This design comes from an exercise in tuning for small area, a short achievable clock period and few clock cycles per item on the open sky130 flow, not from production work.
Function was checked by simulation only, so behaviour that the tests miss may differ from the original.
No activity file was given, so power comes from the tool's default toggle rates.

==> flow/design.v <==
`timescale 1ns/1ps
package router_pkg;
  localparam int flit_w = 32;
  localparam int coord_w = 2;
  localparam int num_ports = 5;
  localparam int port_n = 0;
  localparam int port_e = 1;
  localparam int port_w = 2;
  localparam int port_s = 3;
  localparam int port_l = 4;
  typedef logic [flit_w-1:0] flit_t;
  typedef logic [num_ports-1:0] port_vec_t;
  localparam int num_stages = 2;
  localparam logic [num_stages*num_ports-1:0] stage_members = {
    5'b11101,    
    5'b00010     
  };
  function automatic [num_ports-1:0] xy_route(input [flit_w-1:0] f, input [coord_w-1:0] cur_x,
                                              input [coord_w-1:0] cur_y);
    xy_route = '0;
    if (f[27:26] > cur_x) xy_route[port_e] = 1'b1;
    else if (f[27:26] < cur_x) xy_route[port_w] = 1'b1;
    else if (f[29:28] > cur_y) xy_route[port_s] = 1'b1;
    else if (f[29:28] < cur_y) xy_route[port_n] = 1'b1;
    else xy_route[port_l] = 1'b1;
  endfunction
endpackage
`timescale 1ns/1ps
module router_fifo (
  input  logic [router_pkg::num_ports:0]                           sel,    
  input  logic [router_pkg::num_ports-1:0][router_pkg::flit_w-1:0] rx_data,
  input  router_pkg::flit_t                                        held,
  output router_pkg::flit_t                                        next
);
  router_pkg::flit_t lo_n;
  router_pkg::flit_t hi_n;
  flit_aoi3 i_lo (
    .sel  (sel[2:0]),
    .a    (rx_data[0]),
    .b    (rx_data[1]),
    .c    (rx_data[2]),
    .y_n  (lo_n)
  );
  flit_aoi3 i_hi (
    .sel  (sel[5:3]),
    .a    (rx_data[3]),
    .b    (rx_data[4]),
    .c    (held),
    .y_n  (hi_n)
  );
  assign next = ~(lo_n & hi_n);
endmodule
module flit_aoi3 (
  input  logic [2:0]        sel,
  input  router_pkg::flit_t a,
  input  router_pkg::flit_t b,
  input  router_pkg::flit_t c,
  output router_pkg::flit_t y_n
);
  assign y_n = ~(({router_pkg::flit_w{sel[0]}} & a) |
                 ({router_pkg::flit_w{sel[1]}} & b) |
                 ({router_pkg::flit_w{sel[2]}} & c));
endmodule
`timescale 1ns/1ps
module route_compute #(
  parameter int cur_x = 0,
  parameter int cur_y = 0
) (
  input  router_pkg::flit_t     flit,
  output router_pkg::port_vec_t route
);
  assign route = router_pkg::xy_route(flit, router_pkg::coord_w'(cur_x), router_pkg::coord_w'(cur_y));
endmodule
`timescale 1ns/1ps
module input_port (
  input  logic                          take_now,   
  input  router_pkg::port_vec_t         take_on,    
  input  router_pkg::port_vec_t         tx_dcts,
  output logic                          rx_dcts
);
  assign rx_dcts = take_now | ((take_on & tx_dcts) != '0);
endmodule
`timescale 1ns/1ps
module output_arbiter #(
  parameter int cur_x = 0,
  parameter int cur_y = 0,
  parameter router_pkg::port_vec_t members = '1
) (
  input  logic                  clk,
  input  logic                  rst,
  input  logic [router_pkg::num_ports-1:0][router_pkg::flit_w-1:0] rx_data,
  input  router_pkg::port_vec_t rx_rts,
  input  router_pkg::port_vec_t in_pkt,     
  output router_pkg::port_vec_t owner,      
  output router_pkg::port_vec_t take_now,   
  output logic [router_pkg::num_ports-1:0][router_pkg::num_ports-1:0] take_on,   
  output router_pkg::flit_t     tx_data,    
  output router_pkg::port_vec_t tx_rts,     
  input  router_pkg::port_vec_t tx_dcts
);
  localparam int np = router_pkg::num_ports;
  localparam bit one_output = ((members & (members - 1'b1)) == '0);
  router_pkg::port_vec_t own;        
  logic                  busy;
  logic                  first;      
  logic                  rts;        
  router_pkg::port_vec_t dest_q;     
  router_pkg::port_vec_t dest;
  router_pkg::port_vec_t req;
  router_pkg::port_vec_t sel;
  router_pkg::port_vec_t head_route;
  router_pkg::flit_t     sel_flit;
  router_pkg::flit_t     own_flit;   
  logic                  ready;
  logic                  load;
  logic                  free;
  logic                  tail;
  router_pkg::port_vec_t after;
  router_pkg::port_vec_t req_hi;
  router_pkg::port_vec_t pick;
  route_compute #(
    .cur_x (cur_x),
    .cur_y (cur_y)
  ) i_route_compute (
    .flit  (own_flit),
    .route (head_route)
  );
  always_comb begin
    for (int i = 0; i < np; i++) begin
      req[i] = rx_rts[i] && !in_pkt[i] &&
               ((router_pkg::xy_route(rx_data[i], router_pkg::coord_w'(cur_x),
                                      router_pkg::coord_w'(cur_y)) & members) != '0);
    end
  end
  assign dest = one_output ? members : (dest_q & members);
  assign owner = own;
  assign busy = (own != '0);
  assign tx_rts = rts ? dest : '0;
  assign ready = !rts || ((dest & tx_dcts) != '0);
  assign take_now = rts ? '0 : owner;
  always_comb begin
    for (int i = 0; i < np; i++) begin
      take_on[i] = (owner[i] && rts) ? dest : '0;
    end
  end
  assign load = ((owner & rx_rts) != '0) && ready;
  assign sel = ready ? own : '0;
  router_fifo i_flit_mux (
    .sel     ({!ready, sel}),
    .rx_data (rx_data),
    .held    (tx_data),
    .next    (sel_flit)
  );
  always_comb begin
    own_flit = '0;
    for (int i = 0; i < np; i++) begin
      own_flit[31:26] = own_flit[31:26] | ({6{own[i]}} & rx_data[i][31:26]);
    end
    tail = own_flit[31];
  end
  assign free = !busy || (load && tail);
  always_comb begin
    after[0] = 1'b0;
    for (int p = 1; p < np; p++) begin
      after[p] = after[p-1] | own[p-1];
    end
  end
  assign req_hi = req & after;
  always_comb begin : rotate
    logic seen_hi;
    logic seen;
    seen_hi = 1'b0;
    seen = 1'b0;
    for (int p = 0; p < np; p++) begin
      pick[p] = (req_hi[p] && !seen_hi) || (req[p] && !seen && req_hi == '0);
      seen_hi = seen_hi | req_hi[p];
      seen = seen | req[p];
    end
  end
  always_ff @(posedge clk) begin
    if (rst) begin
      first <= 1'b0;
      own   <= '0;
    end else begin
      if (load) begin
        first <= 1'b0;
      end
      if (free) begin
        own <= pick;
        if (req != '0) begin
          first <= 1'b1;
        end
      end
    end
  end
  if (!one_output) begin : g_dest
    always_ff @(posedge clk) begin
      if (load && first) begin
        dest_q <= head_route;
      end
    end
  end else begin : g_no_dest
    assign dest_q = members;
  end
  always_ff @(posedge clk) begin
    tx_data <= sel_flit;
  end
  always_ff @(posedge clk) begin
    if (rst) begin
      rts <= 1'b0;
    end else if (ready) begin
      rts <= load;
    end
  end
endmodule
`timescale 1ns/1ps
module noc_router #(
  parameter int cur_x = 0,
  parameter int cur_y = 0
) (
  input  logic                            clk,
  input  logic                            rst,
  input  logic [router_pkg::num_ports-1:0][router_pkg::flit_w-1:0] rx_data,
  input  logic [router_pkg::num_ports-1:0] rx_rts,
  output logic [router_pkg::num_ports-1:0] rx_dcts,
  output logic [router_pkg::num_ports-1:0][router_pkg::flit_w-1:0] tx_data,
  output logic [router_pkg::num_ports-1:0] tx_rts,
  input  logic [router_pkg::num_ports-1:0] tx_dcts
);
  localparam int np = router_pkg::num_ports;
  localparam int ns = router_pkg::num_stages;
  logic [ns-1:0][np-1:0] st_take_now;   
  logic [ns-1:0][np-1:0][np-1:0] st_take_on;   
  logic [ns-1:0][np-1:0] st_owner;      
  logic [ns-1:0][np-1:0] st_rts;        
  logic [ns-1:0][router_pkg::flit_w-1:0] st_data;
  logic [np-1:0]         in_pkt;        
  logic [np-1:0]         take_now;      
  logic [np-1:0][np-1:0] take_on;       
  always_comb begin : link
    in_pkt   = '0;
    take_now = '0;
    for (int s = 0; s < ns; s++) begin
      in_pkt   = in_pkt | st_owner[s];
      take_now = take_now | st_take_now[s];
    end
    for (int o = 0; o < np; o++) begin
      tx_data[o] = '0;
      tx_rts[o]  = 1'b0;
      for (int i = 0; i < np; i++) begin
        take_on[i][o] = 1'b0;
      end
      for (int s = 0; s < ns; s++) begin
        if (router_pkg::stage_members[s*np + o]) begin
          tx_data[o] = st_data[s];
          tx_rts[o]  = st_rts[s][o];
          for (int i = 0; i < np; i++) begin
            take_on[i][o] = st_take_on[s][i][o];
          end
        end
      end
    end
  end
  for (genvar i = 0; i < np; i++) begin : g_dcts
    input_port i_input_port (
      .take_now (take_now[i]),
      .take_on  (take_on[i]),
      .tx_dcts  (tx_dcts),
      .rx_dcts  (rx_dcts[i])
    );
  end
  for (genvar s = 0; s < ns; s++) begin : g_stage
    output_arbiter #(
      .cur_x   (cur_x),
      .cur_y   (cur_y),
      .members (router_pkg::stage_members[s*np +: np])
    ) i_output_arbiter (
      .clk      (clk),
      .rst      (rst),
      .rx_data  (rx_data),
      .rx_rts   (rx_rts),
      .in_pkt   (in_pkt),
      .owner    (st_owner[s]),
      .take_now (st_take_now[s]),
      .take_on  (st_take_on[s]),
      .tx_data  (st_data[s]),
      .tx_rts   (st_rts[s]),
      .tx_dcts  (tx_dcts)
    );
  end
endmodule
`timescale 1ns/1ps
module router_top (
  input  logic         clk,
  input  logic         rst,
  input  logic [159:0] rx_data,
  input  logic [4:0]   rx_rts,
  output logic [4:0]   rx_dcts,
  output logic [159:0] tx_data,
  output logic [4:0]   tx_rts,
  input  logic [4:0]   tx_dcts
);
  noc_router #(
    .cur_x (1),
    .cur_y (1)
  ) i_noc_router (
    .clk     (clk),
    .rst     (rst),
    .rx_data (rx_data),
    .rx_rts  (rx_rts),
    .rx_dcts (rx_dcts),
    .tx_data (tx_data),
    .tx_rts  (tx_rts),
    .tx_dcts (tx_dcts)
  );
endmodule
export LEC_CHECK = 0
export CAP_MARGIN = 20
export CORE_MARGIN = 2
export CORE_UTILIZATION = 30
export CTS_BUF_LIST = sky130_fd_sc_hd__clkbuf_8
export CTS_CLUSTER_DIAMETER = 100
export CTS_CLUSTER_SIZE = 30
export PLACE_DENSITY = 0.4
export SETUP_SLACK_MARGIN = 2.55
export SLEW_MARGIN = 20
export SYNTH_HIERARCHICAL = 1
create_clock -name core_clock -period 5.0 [get_ports {clk}]
standard.sh (not shown) runs the stock make flow with config.mk's settings and CLKGATE_MAP_FILE= SYNTH_SCRIPT=/design/flow/synth_recipe.tcl, a recipe that flattens the netlist after the stock synthesis.
==> flow/flow/run.sh <==
#!/bin/bash
# The standard layout, with the smallest buffer on every port (buffer_ports
# would otherwise pick clkdlybuf4s50_1); repair_timing still resizes any port
# buffer on a path that needs it.
set -euo pipefail
export BUFFER_PORTS_ARGS="-buffer_cell sky130_fd_sc_hd__buf_1"
bash standard.sh > standard_flow.log 2>&1
Testbench counts at the start, summed over its fixed seeds: cycles 6,593, flits 10,803.
Change:
--- a/flow/design.v
+++ b/flow/design.v
@@ -73,12 +73,12 @@
 endmodule
 `timescale 1ns/1ps
 module input_port (
-  input  logic                          take_now,   
-  input  router_pkg::port_vec_t         take_on,    
-  input  router_pkg::port_vec_t         tx_dcts,
-  output logic                          rx_dcts
+  input  logic [router_pkg::num_stages-1:0] take_now,   
+  input  router_pkg::port_vec_t             take_on,    
+  input  router_pkg::port_vec_t             tx_dcts,
+  output logic                              rx_dcts
 );
-  assign rx_dcts = take_now | ((take_on & tx_dcts) != '0);
+  assign rx_dcts = (take_now != '0) || ((take_on & tx_dcts) != '0);
 endmodule
 `timescale 1ns/1ps
 module output_arbiter #(
@@ -235,14 +235,15 @@
   logic [ns-1:0][np-1:0] st_rts;        
   logic [ns-1:0][router_pkg::flit_w-1:0] st_data;
   logic [np-1:0]         in_pkt;        
-  logic [np-1:0]         take_now;      
+  logic [np-1:0][ns-1:0] take_now;      
   logic [np-1:0][np-1:0] take_on;       
   always_comb begin : link
     in_pkt   = '0;
-    take_now = '0;
     for (int s = 0; s < ns; s++) begin
-      in_pkt   = in_pkt | st_owner[s];
-      take_now = take_now | st_take_now[s];
+      in_pkt = in_pkt | st_owner[s];
+      for (int i = 0; i < np; i++) begin
+        take_now[i][s] = st_take_now[s][i];
+      end
     end
     for (int o = 0; o < np; o++) begin
       tx_data[o] = '0;
- The changed run ran to the end with no violations
- core utilization increases by 0.47 points
- die area stays flat
- sequential share of layout area decreases by 0.49 points
- design area increases by about 1.3%
- setup slack degrades by 9.1 ps
- clock power increases by 27%
- wire length barely changes
- count of clock-buffer cells in the layout decreases by 2
- synthesized area stays flat
- fmax decreases by about 0.35%
Testbench counts after the change, summed over its fixed seeds: cycles 6,593, flits 10,803.

[static timing again, ports no longer ideal]
Ports are ideal in the flow. The routed layouts listed here were re-timed in OpenROAD.
Step 1: set_driving_cell puts a clkbuf_16 on clk and a buf_2 on each other input, an assumption about the parent block.
Step 2, shift: input delay + t, output delay - t, t = (earliest + latest rising clock arrival at the registers) / 2. This alone moves slack from input paths to output paths.
Slacks: ideal / step 1 / step 2; pairs: ideal / step 1.
run	shift t [ns]	setup WS [ns]	worst setup path after step 2	pins driven straight from the clock port
the first run	0.401	2.440 / 2.393 / 2.228	input to register	1
the second run	0.421	2.431 / 2.386 / 2.185	input to register	1
After both steps every run listed still meets setup and hold. For the second run, which loses most, drivers alone change the setup slack by -0.045 ns; drivers and shift together by -0.246 ns.
